Background: an optimization exercise with open tools, aiming at a short achievable clock period and few clock cycles per item. Do not read the settings as production practice.
In this exercise RTL edits were held to simulation tests only and were not proved equivalent to the original.
Power and IR drop assume default switching activity.

// go_back_n_sender_top
module go_back_n_sender_top #(
	parameter int WINDOW = 5
) (
	input  logic        clk,
	input  logic        arst_n,
	input  logic        in_valid,
	output logic        in_stall,
	input  logic [1:0]  command,
	input  logic [15:0] seq_num,
	input  logic        end_of_message,
	input  logic [15:0] conn_id,
	input  logic [15:0] dest_address,
	input  logic [15:0] src_address,
	input  logic [9:0]  payload_len,
	input  logic [31:0] payload_word,
	output logic        out_valid,
	input  logic        out_stall,
	output logic [2:0]  kind,
	output logic [15:0] out_seq,
	output logic        out_eom,
	output logic [15:0] out_conn,
	output logic [15:0] out_dest,
	output logic [15:0] out_src,
	output logic [9:0]  out_len,
	output logic [31:0] out_payload,
	output logic        last_of_run,
	input  logic        psel,
	input  logic        penable,
	input  logic        pwrite,
	input  logic [3:0]  paddr,
	input  logic [31:0] pwdata,
	output logic [31:0] prdata,
	output logic        pready
);
	localparam int W  = 5;         
	localparam int D  = 12;        
	localparam int EW = 107 + 6;   
	localparam logic [1:0] M_IDLE = 2'd0, M_AWAIT = 2'd1, M_CONN = 2'd2, M_BREAK = 2'd3;
	logic          in_stall_q;
	logic          iv_q;
	logic [1:0]    icmd_q;
	logic [106:0]  if_q;
	logic [W-1:0]  mv_q;
	logic          eqf_q;
	logic          eq1_q;
	logic [1:0]    mode_q;
	logic [W-1:0]  vld_q;     
	logic [106:0]  win_q [W];
	logic [15:0]   fin_q;
	logic [15:0]   cc_q;
	logic          rs_q;
	logic [W-1:0]  rp_q;      
	logic [1:0]    rc_q;
	logic          blk_q;     
	logic          go_q;      
	logic [15:0]   limx_q [3];    
	logic [15:0]   lim_q [3];
	logic [EW-1:0] mem_q [D];
	logic [D-1:0]  wp_q;      
	logic [D-1:0]  rd_q;      
	logic [D-1:0]  fc_q;      
	logic          ov_q;
	logic [2:0]    ok_q;
	logic [106:0]  of_q;
	logic          ol_q;
	logic          otwo_q;
	logic          obrk_q;
	gbn_pkg::frame_t ifr;
	assign ifr = if_q;
	logic wr_en;
	assign wr_en  = psel && penable && pwrite;
	assign pready = 1'b1;
	always_comb begin
		unique case (paddr[3:2])
			REG_CONNECT: prdata = {16'd0, lim_q[0]};
			REG_RETX:    prdata = {16'd0, lim_q[1]};
			REG_INACT:   prdata = {16'd0, lim_q[2]};
			default:     prdata = '0;
		endcase
	end
  ...
export LEC_CHECK = 0
export CAP_MARGIN = 20
export CORE_MARGIN = 2
export CORE_UTILIZATION = 55
export SETUP_SLACK_MARGIN = 2.6
export SLEW_MARGIN = 20
export TNS_END_PERCENT = 10
create_clock -name core_clock -period 5.0 [get_ports {clk}]
run.sh (not shown) runs the stock make flow with config.mk's settings and CLKGATE_MAP_FILE= SYNTH_SCRIPT=/design/flow/synth_recipe.tcl, a recipe that flattens the netlist after the stock synthesis.
Testbench counts at the start, summed over its fixed seeds: cycles 5,635, commands 5,600.
Next try:
--- a/flow/design.v
+++ b/flow/design.v
@@ -121,21 +121,21 @@
 	output logic        last_of_run,
 	input  logic        psel,
 	input  logic        penable,
 	input  logic        pwrite,
 	input  logic [3:0]  paddr,
 	input  logic [31:0] pwdata,
 	output logic [31:0] prdata,
 	output logic        pready
 );
 	localparam int W  = 5;         
-	localparam int D  = 12;        
+	localparam int D  = 16;        
 	localparam int EW = 107 + 6;   
 	localparam logic [1:0] M_IDLE = 2'd0, M_AWAIT = 2'd1, M_CONN = 2'd2, M_BREAK = 2'd3;
 	logic          in_stall_q;
 	logic          iv_q;
 	logic [1:0]    icmd_q;
 	logic [106:0]  if_q;
 	logic [W-1:0]  mv_q;
 	logic          eqf_q;
 	logic          eq1_q;
 	logic [1:0]    mode_q;
The changed run ran to the end with no violations.
Worst setup slack improves by 0.0049 ns.
Cell area came out higher by about a fifth.
Cell count came out higher by about a fifth.
Count of clock-buffer cells in the layout came out higher by 77.
First-iteration DRC count came out higher by well over a third.
Total power came out higher by about a fifth.
Area after synthesis came out higher by about a fifth.
Global-route usage came out higher by 1.4 points.
Critical path depth came out higher by 3.
Testbench counts after the change, summed over its fixed seeds: cycles 5,635, commands 5,600.

yarrow:
Starting RTL as in the previous note.
clock: 5.0 ns
lec_check: 0
cap_margin: 20
core_margin: 2
core_utilization: 65
setup_slack_margin: 2.6
slew_margin: 20
tns_end_percent: 10
standard.sh (not shown) runs the stock make flow with config.mk's settings and CLKGATE_MAP_FILE= SYNTH_SCRIPT=/design/flow/synth_recipe.tcl, a recipe that flattens the netlist after the stock synthesis.
==> flow/flow/run.sh <==
#!/bin/bash
# The standard layout (standard.sh: the standard flow's synthesis and ORFS flow, unchanged
# settings from config.mk), except that the port buffers are buf_4 cells
# instead of the smallest buffer, so the output paths do not start from a
# slow delay-cell buffer that repair_timing leaves in place.
set -euo pipefail
export BUFFER_PORTS_ARGS="-buffer_cell sky130_fd_sc_hd__buf_4"
bash standard.sh finish > flow_make.log 2>&1
| yarrow | all stages done | FAIL | antenna violations |
Testbench counts of yarrow, summed over its fixed seeds: cycles 5,635, commands 5,600.
Inputs modified between yarrow and fjord:
--- a/flow/design.v
+++ b/flow/design.v
@@ -142,22 +142,23 @@
 	logic [W-1:0]  vld_q;     
 	logic [106:0]  win_q [W];
 	logic [15:0]   fin_q;
 	logic [15:0]   cc_q;
 	logic          rs_q;
 	logic [W-1:0]  rp_q;      
 	logic [1:0]    rc_q;
 	logic          blk_q;     
 	logic          go_q;      
 	logic [15:0]   limx_q [3];    
 	logic [15:0]   lim_q [3];
+	logic [15:0]   limn_q [3];    
 	logic [EW-1:0] mem_q [D];
 	logic [D-1:0]  wp_q;      
 	logic [D-1:0]  rd_q;      
 	logic [D-1:0]  fc_q;      
 	logic          ov_q;
 	logic [2:0]    ok_q;
 	logic [106:0]  of_q;
 	logic          ol_q;
 	logic          otwo_q;
 	logic          obrk_q;
 	gbn_pkg::frame_t ifr;
@@ -182,22 +183,36 @@
 			limx_q[1] <= '0;
 			limx_q[2] <= '0;
 		end else if (wr_en) begin
 			unique case (paddr[3:2])
 				REG_CONNECT: limx_q[0] <= pwdata[15:0] ^ CONNECT_RESET;
 				REG_RETX:    limx_q[1] <= pwdata[15:0] ^ RETX_RESET;
 				REG_INACT:   limx_q[2] <= pwdata[15:0] ^ INACT_RESET;
 				default: ;
 			endcase
 		end
 	end
+	always_ff @(posedge clk or negedge arst_n) begin
+		if (!arst_n) begin
+			limn_q[0] <= ~CONNECT_RESET;
+			limn_q[1] <= ~RETX_RESET;
+			limn_q[2] <= ~INACT_RESET;
+		end else if (wr_en) begin
+			unique case (paddr[3:2])
+				REG_CONNECT: limn_q[0] <= ~pwdata[15:0];
+				REG_RETX:    limn_q[1] <= ~pwdata[15:0];
+				REG_INACT:   limn_q[2] <= ~pwdata[15:0];
+				default: ;
+			endcase
+		end
+	end
 	logic [2:0] fire;
 	logic go;
 	logic [W-1:0] lst;
 	logic t_data, t_ack, t_abort, t_tick;
 	logic m_idle, m_await, m_conn, m_break, m_cb;
 	logic [W-1:0] mvv, pre, sh;
 	logic newest_m;
 	logic tk_abort, tk_resend, cmd_abort, ack_conn, ack_break, ack_cb, disc, drop;
 	logic data_idle, data_conn, ack_await, await_conf, brk_conf, full5, rel_any;
 	logic push_p, push_r, push;
 	logic [2:0] arm, disarm;
@@ -249,23 +264,23 @@
 				if (ack_await)  disarm[0] = 1'b1;
 				if (await_conf) arm[2:1] = 2'b11;
 				if (ack_cb)     arm[1] = 1'b1;
 				if (ack_break)  arm[2] = 1'b1;
 				if (data_conn)  begin arm[2] = 1'b1; if (full5) arm[1] = 1'b1; end
 				if (tk_resend)  arm[1] = 1'b1;
 			end
 		end
 	end
 	gbn_timers u_timers (
 		.clk(clk), .arst_n(arst_n), .tick(go && t_tick), .arm(arm), .disarm(disarm),
-		.recalc(rc_q), .lim_connect(lim_q[0]), .lim_retx(lim_q[1]), .lim_inact(lim_q[2]),
+		.recalc(rc_q), .lim_connect(~limn_q[0]), .lim_retx(~limn_q[1]), .lim_inact(~limn_q[2]),
 		.fire(fire)
 	);
 	assign rs_d = (go && tk_resend && vld_q[0]) ||
 		(rs_q && !(push_r && |(rp_q & lst)));
 	logic [EW-1:0] ent;
 	logic [106:0]  win_rp;
 	always_comb begin
 		win_rp = '0;
 		for (int j = 0; j < W; j++) win_rp = win_rp | (rp_q[j] ? win_q[j] : 107'd0);
 		if (rs_q) begin
 			ent = {KIND_DATA, |(rp_q & lst), 1'b0, 1'b0, win_rp};
Findings:
- Status for fjord and yarrow: clean finish in fjord only
- Ran to the end and failed final checks on antenna violations: yarrow.
- Internal reg-to-reg setup slack came out higher on fjord than on yarrow.
- fjord against yarrow: power now sits higher; number of antenna violations at the first check in global routing now sits lower; placement row count now sits higher; share of power burned in combinational logic now sits lower; sequential share of power now sits higher.
- Changes observed in fjord relative to yarrow: setup slack of the critical path after layout increased by 0.028 ns relative to the old numbers; area of the placeable core increased by 2500 µm² relative to the old numbers; count of clock buffers in the final design increased by 2 relative to the old numbers; power attributed to the clock group closely matched the old numbers.
Testbench counts of fjord, summed over its fixed seeds: cycles 5,635, commands 5,600.

## afterwards: timing with drivers on the ports
Ports are ideal in the flow. The routed layouts listed here were re-timed in OpenROAD.
Step 1: set_driving_cell puts a clkbuf_16 on clk and a buf_2 on each other input, an assumption about the parent block.
Step 2 also shifts input and output timing later by t, the mid clock arrival at the registers, as if the neighbouring blocks saw the same clock.
a / b / c = no drivers / after step 1 / after step 2; a / b = the first two.
run | t, ns | slack for setup (ns) | hold slack, ns
the first run of note 1 | 0.953 | 2.194 / 2.108 / 1.426 | 0.128 / 0.142 / 0.470
the second run of note 1 | 1.022 | 2.199 / 2.109 / 1.347 | 0.126 / 0.074 / 0.483
yarrow | 0.933 | 2.158 / 2.066 / 1.799 | 0.155 / 0.123 / 0.489
fjord | 0.942 | 2.186 / 2.022 / 1.986 | 0.141 / 0.114 / 0.466
The setup slack of the second run of note 1, which loses most, moves by -0.090 ns with the drivers and by -0.852 ns with both steps.
